Source: an optimization exercise on an open RTL-to-GDS flow (aim: small area). Production flows keep margins and buffers that such runs may drop. Only simulation tests tie the RTL to the original design; equivalence was not proved.

`flow/design.v`:
```
`default_nettype none
package noc_router_pkg;
	typedef enum logic [2:0]
	{
		PORT_NORTH = 3'd0,
		PORT_EAST  = 3'd1,
		PORT_SOUTH = 3'd2,
		PORT_WEST  = 3'd3,
		PORT_LOCAL = 3'd4
	} port_dir_e;
	typedef struct packed
	{
		logic [88-1:0] payload;
		logic [2-1:0]   dst_y;
		logic [2-1:0]   dst_x;
		logic [2-1:0]   src_y;
		logic [2-1:0]   src_x;
	} flit_t;
	typedef struct packed
	{
		port_dir_e route;
		flit_t     flit;
	} routed_flit_t;
	function automatic port_dir_e route_west_first(
		input logic [2-1:0] my_x,
		input logic [2-1:0] my_y,
		input logic [2-1:0] dst_x,
		input logic [2-1:0] dst_y
	);
		port_dir_e dir;
		if (dst_x < my_x)
			dir = port_dir_e'(3'd3);  
		else if (dst_x > my_x)
			dir = port_dir_e'(3'd1);  
		else if (dst_y < my_y)
			dir = port_dir_e'(3'd2);  
		else if (dst_y > my_y)
			dir = port_dir_e'(3'd0);  
		else
			dir = port_dir_e'(3'd4);  
		route_west_first = dir;
	endfunction
endpackage
`default_nettype wire
`timescale 1ns/1ns
`default_nettype none
module ingress_stage
(
	input  logic                         clk,
	input  logic                         reset,
	input  logic [2-1:0]       my_x,
	input  logic [2-1:0]       my_y,
	input  noc_router_pkg::flit_t        in_flit,
	input  logic                         in_valid,
	output logic                         in_ready,
	output noc_router_pkg::routed_flit_t q_flit,
	output logic                         q_valid,
	input  logic                         q_ready
);
	logic accept;
	assign in_ready = !q_valid || q_ready;
	assign accept   = in_valid && in_ready;
	always_ff @(posedge clk)
	begin
		if (reset)
		begin
			q_valid <= 1'b0;
		end
		else if (accept)
		begin
			q_valid <= 1'b1;
		end
		else if (q_ready)
		begin
			q_valid <= 1'b0;
		end
	end
	always_ff @(posedge clk)
	begin
		if (accept)
		begin
			q_flit.flit  <= in_flit;
			q_flit.route <= noc_router_pkg::route_west_first(my_x, my_y,
				in_flit.dst_x, in_flit.dst_y);
		end
	end
endmodule
`default_nettype wire
`timescale 1ns/1ns
`default_nettype none
module flit_queue
(
	input  logic                         clk,
	input  logic                         reset,
	input  noc_router_pkg::routed_flit_t push_flit,
	input  logic                         push_valid,
	output logic                         push_ready,
	output noc_router_pkg::routed_flit_t head_flit,
	output logic                         head_valid,
	input  logic                         pop
);
	localparam int PTR_W = $clog2(6);
	localparam int CNT_W = $clog2(6 + 1);
	logic [((88 + 4*2) + 3)-1:0] mem [6];
	logic [PTR_W-1:0] wr_ptr;
	logic [PTR_W-1:0] rd_ptr;
	logic [CNT_W-1:0] count;
	logic             push_fire;
	logic             pop_fire;
	assign push_ready = (count < CNT_W'(6));
	assign head_valid = (count != '0);
	assign head_flit  = mem[rd_ptr];
	assign push_fire = push_valid && push_ready;
	assign pop_fire  = pop && head_valid;
	always_ff @(posedge clk)
	begin
		if (push_fire)
		begin
			mem[wr_ptr] <= push_flit;
		end
	end
	always_ff @(posedge clk)
	begin
		if (reset)
		begin
			wr_ptr <= '0;
			rd_ptr <= '0;
			count  <= '0;
		end
		else
		begin
			if (push_fire)
			begin
				if (wr_ptr == PTR_W'(6 - 1))
					wr_ptr <= '0;
				else
					wr_ptr <= wr_ptr + 1'b1;
			end
			if (pop_fire)
			begin
				if (rd_ptr == PTR_W'(6 - 1))
					rd_ptr <= '0;
				else
					rd_ptr <= rd_ptr + 1'b1;
			end
			case ({push_fire, pop_fire})
				2'b10:   count <= count + 1'b1;
				2'b01:   count <= count - 1'b1;
				default: count <= count;
			endcase
		end
	end
endmodule
`default_nettype wire
`timescale 1ns/1ns
`default_nettype none
module switch_allocator
(
	input  logic                                                   clk,
	input  logic                                                   reset,
	input  logic [5*((88 + 4*2) + 3)-1:0] head_flit,
	input  logic [5-1:0]                               head_valid,
	output logic [5-1:0]                               pop,
	output logic [5*(88 + 4*2)-1:0] load_flit,
	output logic [5-1:0]                               load_valid,
	input  logic [5-1:0]                               load_ready
);
	localparam int N     = 5;
	localparam int PTR_W = $clog2(N);
	localparam int FW    = (88 + 4*2);
	localparam int RFW   = ((88 + 4*2) + 3);
	logic [N*N-1:0]     req;
	logic [N*N-1:0]     grant;
	logic [N*PTR_W-1:0] rr_ptr;
	always_comb
	begin
		for (int o = 0; o < N; o++)
		begin
			for (int i = 0; i < N; i++)
			begin
				req[o*N+i] = head_valid[i] &&
					(head_flit[i*RFW+FW +: 3] == 3'(o));
			end
		end
	end
	always_comb
	begin
		int  idx;
		logic found;
		grant = '0;
		for (int o = 0; o < N; o++)
		begin
			found = 1'b0;
			for (int k = 1; k <= N; k++)
			begin
				idx = (int'(rr_ptr[o*PTR_W +: PTR_W]) + k) % N;
				if (!found && req[o*N+idx] && load_ready[o])
				begin
					grant[o*N+idx] = 1'b1;
					found          = 1'b1;
				end
			end
		end
	end
	always_comb
	begin
		pop        = '0;
		load_flit  = '0;
		load_valid = '0;
		for (int o = 0; o < N; o++)
		begin
			load_valid[o] = |grant[o*N +: N];
			for (int i = 0; i < N; i++)
			begin
				if (grant[o*N+i])
				begin
					load_flit[o*FW +: FW] = head_flit[i*RFW +: FW];
					pop[i]                = 1'b1;
				end
			end
		end
	end
	always_ff @(posedge clk)
	begin
		if (reset)
		begin
			for (int o = 0; o < N; o++)
				rr_ptr[o*PTR_W +: PTR_W] <= PTR_W'(noc_router_pkg::PORT_LOCAL);
		end
		else
		begin
			for (int o = 0; o < N; o++)
			begin
				for (int i = 0; i < N; i++)
				begin
					if (grant[o*N+i])
						rr_ptr[o*PTR_W +: PTR_W] <= PTR_W'(i);
				end
			end
		end
	end
endmodule
`default_nettype wire
`timescale 1ns/1ns
`default_nettype none
module output_stage
(
	input  logic                  clk,
	input  logic                  reset,
	input  noc_router_pkg::flit_t load_flit,
	input  logic                  load_valid,
	output logic                  load_ready,
	output noc_router_pkg::flit_t out_flit,
	output logic                  out_valid,
	input  logic                  out_ready
);
	logic load_fire;
	assign load_ready = !out_valid || out_ready;
	assign load_fire  = load_valid && load_ready;
	always_ff @(posedge clk)
	begin
		if (reset)
		begin
			out_valid <= 1'b0;
		end
		else if (load_fire)
		begin
			out_valid <= 1'b1;
		end
		else if (out_ready)
		begin
			out_valid <= 1'b0;
		end
	end
	always_ff @(posedge clk)
	begin
		if (load_fire)
		begin
			out_flit <= load_flit;
		end
	end
endmodule
`default_nettype wire
`timescale 1ns/1ns
`default_nettype none
module noc_router_top
(
	input  logic                           clk,
	input  logic                           reset,
	input  logic [2-1:0]         my_x,
	input  logic [2-1:0]         my_y,
	input  logic [5*(88 + 4*2)-1:0] in_flit,
	input  logic [5-1:0]       in_valid,
	output logic [5-1:0]       in_ready,
	output logic [5*(88 + 4*2)-1:0] out_flit,
	output logic [5-1:0]       out_valid,
	input  logic [5-1:0]       out_ready
);
	localparam int FW  = (88 + 4*2);
	localparam int RFW = ((88 + 4*2) + 3);
	logic [5*RFW-1:0] ing_flit;
	logic [5-1:0]     ing_valid;
	logic [5-1:0]     ing_ready;
	logic [5*RFW-1:0] head_flit;
	logic [5-1:0]     head_valid;
	logic [5-1:0]     pop;
	logic [5*FW-1:0]  load_flit;
	logic [5-1:0]     load_valid;
	logic [5-1:0]     load_ready;
	genvar p;
	generate
		for (p = 0; p < 5; p++)
		begin : g_port
			ingress_stage u_ingress
			(
				.clk      (clk),
				.reset    (reset),
				.my_x     (my_x),
				.my_y     (my_y),
				.in_flit  (in_flit[p*FW +: FW]),
				.in_valid (in_valid[p]),
				.in_ready (in_ready[p]),
				.q_flit   (ing_flit[p*RFW +: RFW]),
				.q_valid  (ing_valid[p]),
				.q_ready  (ing_ready[p])
			);
			flit_queue u_queue
			(
				.clk        (clk),
				.reset      (reset),
				.push_flit  (ing_flit[p*RFW +: RFW]),
				.push_valid (ing_valid[p]),
				.push_ready (ing_ready[p]),
				.head_flit  (head_flit[p*RFW +: RFW]),
				.head_valid (head_valid[p]),
				.pop        (pop[p])
			);
			output_stage u_output
			(
				.clk        (clk),
				.reset      (reset),
				.load_flit  (load_flit[p*FW +: FW]),
				.load_valid (load_valid[p]),
				.load_ready (load_ready[p]),
				.out_flit   (out_flit[p*FW +: FW]),
				.out_valid  (out_valid[p]),
				.out_ready  (out_ready[p])
			);
		end
	endgenerate
	switch_allocator u_alloc
	(
		.clk        (clk),
		.reset      (reset),
		.head_flit  (head_flit),
		.head_valid (head_valid),
		.pop        (pop),
		.load_flit  (load_flit),
		.load_valid (load_valid),
		.load_ready (load_ready)
	);
endmodule
`default_nettype wire
```
`flow/run.sh`:
```
#!/bin/bash
# synth_recipe.tcl (not shown) runs the flow's synth.tcl, then flattens the netlist and writes it again
# the make line also repeats each setting of config.mk as NAME=value (left out here)
make -C /OpenROAD-flow-scripts/flow DESIGN_CONFIG=/design/flow/config.mk WORK_HOME=/design/flow/orfs CLKGATE_MAP_FILE= SYNTH_SCRIPT=/design/flow/synth_recipe.tcl finish
```
`flow/config.mk`:
```
export PLATFORM = sky130hd
export DESIGN_NAME = noc_router_top
export DESIGN_NICKNAME = noc_router_top
export VERILOG_FILES = /design/flow/design.v
export SDC_FILE = /design/flow/constraint.sdc
export NUM_CORES = 4
export LEC_CHECK = 0
export CAP_MARGIN = 20
export CELL_PAD_IN_SITES_DETAIL_PLACEMENT = 2
export CELL_PAD_IN_SITES_GLOBAL_PLACEMENT = 4
export CORE_MARGIN = 2
export CORE_UTILIZATION = 22
export PLACE_DENSITY = 0.35
export SLEW_MARGIN = 20
```
`flow/constraint.sdc`:
```
create_clock -name core_clock -period 9.0 [get_ports {clk}]
set_input_delay 1.8000 -clock core_clock [delete_from_list [all_inputs] [get_ports {clk}]]
set_output_delay 1.8000 -clock core_clock [all_outputs]
set_load 0.01 [all_outputs]
```
==> metrics.csv <==
stage;metric;value;unit
worst_setup_path;crit path kind;register to register;
sta;endpoints failing hold;0;
worst_setup_path;Largest delay share family, worst path;compound AO/OA/AOI/OAI gates;
synthesis;largest cells by area after synthesis;edfxtp_1, mux4_2, mux2i_1, nand2_1, o21ai_0;
drt;DR vias/cell;5.09;
grt;Top Usage Layer GRT;met2;
cts;CTS buffer count;471;
worst_setup_path;slowest cell on the critical path;o41ai_1;
floorplanning;die area;0.914;mm2
synthesis;register bit total from synthesis;4030;
drt;Vias;160072;
grt;largest net degree at the start of global routing;102;
grt;initial antenna violation count;182;
sta;Period minus WS final;8.77;ns
drt;Antenna Nets Post-Route;0;
synthesis;most common cell in the netlist;edfxtp_1;
sta;Max Freq;114;MHz
floorplanning;Initial Util;22.1;%
floorplanning;io pins;986;
synthesis;Post-synth EDFFs;3945;
placed_design;I/O Buffers;985;
drt;Routed WL;1280000;um
synthesis;fraction of registers with async set/reset;0;%
sta;fin. max-slew vios;0;
drt;drt first pass iters;5;
synthesis;share of Yosys cell area claimed by the top area cell type;59.4;%
sta;crit share post-route;97.4;%
synthesis;Main synth FF type;edfxtp_1;
drt;initial drt markers;10755;
finish;non-filler cells, final;31421;
grt;GRT Util Overall;27.1;%
cts;clk sinks;4030;
cts;CTS clk-pin slew, worst paths;0.07;ns
drt;WL/cell;40.6;um
sta;clock skew;0.168;ns
worst_setup_path;Largest stage delay, worst path;0.53;ns
worst_setup_path;Buf/Inv on CP;12;
finish;area occupied by registers;0.120;mm2
sta;worst-margin pin slew;1.28;ns
finish;share of layout cells above drive strength 1;25.4;%
grt;met3 track demand over resource;3.06;%
finish;post-layout net count;19647;
synthesis;commonest cells in the netlist;edfxtp_1, nand2_1, o21ai_0;
floorplanning;Die X;956;um
synthesis;Syn Inst Count;15588;
finish;Fill cells;95448;
grt;first-pass GRT wire length;1670000;um
floorplanning;Die H;956;um
synthesis;synthesized area per cell;12.8;um2
placed_design;dpl hpwl;999000;um
min_path;hold path depth;2;
synthesis;post-synth net total;16328;
worst_setup_path;Crit path depth;39;
placed_design;# placed instances;30355;
placed_design;pre-CTS WS;-0.732;ns
worst_setup_path;critical path arrival;9.76;ns
finish;area of the multi-input gates;0.0747;mm2
cts;Root Buffer;clkbuf_16;
worst_setup_path;Most common cell on crit path;buf_4;
sta;max_slew headroom;14.4;%
worst_setup_path;Worst setup SP type;register;
synthesis;leading area contributor after synthesis;edfxtp_1;
cts;H-tree levels;5;
grt;GRT met1 Usage;29.3;%
floorplanning;row count;349;
cts;Clock Path Buffers;4;
cts;Clock Latency Late Sink;1.15;ns
outcome;status;complete, no violations;
floorplanning;core area;0.903;mm2
synthesis;sequential-to-total area share from yosys stat;60.3;%
grt;met2 Use GR;50.7;%
worst_setup_path;CP Data Required Time;9.99;ns
grt;vias in the first global route;171613;
worst_setup_path;Setup crit end kind;register;
sta;RSZ-0062 raised after global routing;true;
synthesis;post-synth cell types;144;
flow_run;max-cap viol count;0;
min_path;worst min path class;register to register;
synthesis;Post-Syn Area;0.199;mm2
worst_setup_path;r2r worst-path depth;39;
sta;Setup WS post-layout;0.232;ns
drt;drc violations;0;
finish;Area Growth Syn to Fin;31.7;%
grt;total congestion overflow;0;
sta;setup violators final;0;
worst_setup_path;Max Fanout on Critical Path;4;
synthesis;Ys Warns;4;
cts;TritonCTS clock tree;built;
placed_design;Final GP Congestion;0.951;
## layer usage
layer	vias up	wire (um)
li1	68295	-
met1	85940	467000
met2	4266	675000
met3	1553	44900
met4	18	90300
met5	-	108
## worst min-delay path: cells and delay by family, from the launching register on
kind | cells | cell delay [ns]
DFF | 1 | 0.32
AOI/OAI and AO/OA | 1 | 0.05
and+or+nand+nor | 1 | 0.06
## cell usage in the layout (no fill, tap or decap), types with 60 or more instances in the layout
cell	synthesis	final
a211o_1	60	60
o21ai_0	1064	763
mux4_2	530	530
o21ai_2	6	112
nor2_1	760	730
a21oi_1	862	848
clkbuf_1	598	93
a31o_2	121	121
a22oi_1	139	136
clkbuf_16	0	471
nand2_1	1524	1516
a221o_1	107	107
edfxtp_1	3945	3945
o211ai_1	164	164
nand4_1	166	166
nor4_1	137	99
mux2i_1	601	601
nand3_1	274	268
clkdlybuf4s50_1	0	983
xnor2_1	167	160
clkinv_2	0	93
clkinv_1	15	130
o221ai_1	187	187
buf_4	46	2614
inv_1	537	532
or3_1	205	201
and2_1	83	72
diode_2	0	184
a31oi_1	87	83
dfxtp_1	85	67
o21a_1	62	62
nor3_1	338	308
buf_12	0	271
ha_1	238	227
nor2b_1	75	73
o21ai_1	67	261
a211oi_1	101	92
nand2b_1	126	125
a221oi_1	306	306
and3_1	83	73
## cell families (layout without fill, tap and decap cells)
family	Yosys count	in the layout	synth area share (%)
buffers and inverters	1612	5327	3.32
AO/OA/AOI/OAI	4099	4099	14.1
flip-flops	4030	4030	60.3
adder cells (fa/ha/maj)	246	246	1.56
XOR/XNOR	243	243	1.16
other	0	184	0
multiplexers	1184	1184	9.31
AND/OR/NAND/NOR	4174	4174	10.3
## registers in the layout (all words and copies together), names as in the netlist, named ones only
name,count
u_alloc.rr_ptr,15
g_port.u_queue.mem,2970
g_port.u_ingress.q_flit,495
g_port.u_ingress.q_valid,5
g_port.u_output.out_flit,480
g_port.u_queue.wr_ptr,15
g_port.u_queue.rd_ptr,15
g_port.u_output.out_valid,5
g_port.u_queue.count,15
## repair_timing
action,CTS,global route
pin swaps,8,13
buffers inserted,4,9
gates resized for setup,34,80
setup endpoints to repair,595,482
hold buffers,0,0
## worst paths after layout
kind | startpoint | endpoint | slack (ns)
worst min register to register | g_port[3].u_queue.wr_ptr[0] | g_port[3].u_queue.wr_ptr[0] | 0.48
worst max register to register | u_alloc.rr_ptr[11] | g_port[2].u_queue.count[2] | 0.23
worst min-delay path | g_port[3].u_queue.wr_ptr[0] | g_port[3].u_queue.wr_ptr[0] | 0.48
worst max-delay path | u_alloc.rr_ptr[11] | g_port[2].u_queue.count[2] | 0.23
## stage by stage
step	util [%]	hold slack [ns]	TNS, ns	area (um2)
after floorplan	-	0.445	-1.60	200000
after global placement	27.3	0.466	-210.02	246000
after detailed placement	27.3	0.474	-104.53	246000
after CTS	29.0	0.485	-0.0435	262000
after global routing	29.1	0.490	-0.486	263000
final	29.1	0.483	0	263000
## final cells by class
cell class	instances	area share (%)
multi-input cells	9946	28.4
inverters	580	0.840
flip-flops and latches	4030	45.8
repair buffers	3878	13.3
diodes	184	0.175
clock inverters	302	1.13
clock buffers	567	4.64
well taps	11934	5.68

afterwards: timing with drivers on the ports:
No port has a modelled driver above. Below, the same layout with a new extraction and two added sets of constraints.
Step 1 assumes that a clkbuf_16 drives the clock port and a buf_2 every other input.
Step 2 moves the port delays by t, midway between the first and last clock arrival at a register: inputs arrive t later, outputs are due t later. That takes back most of the time a late clock gives input paths.
a / b / c = ideal / step 1 / step 2; a / b = the first two.
t (ns): 1.224
setup WS [ns]: 0.232 / 0.232 / 0.232
slew at the worst register clock pin (ns): 0.09 / 0.09
pins driven straight from the clock port: 1
After both steps setup and hold are still met in this run. For this run, drivers alone change the setup slack by 0.000 ns; drivers and shift together by 0.000 ns.
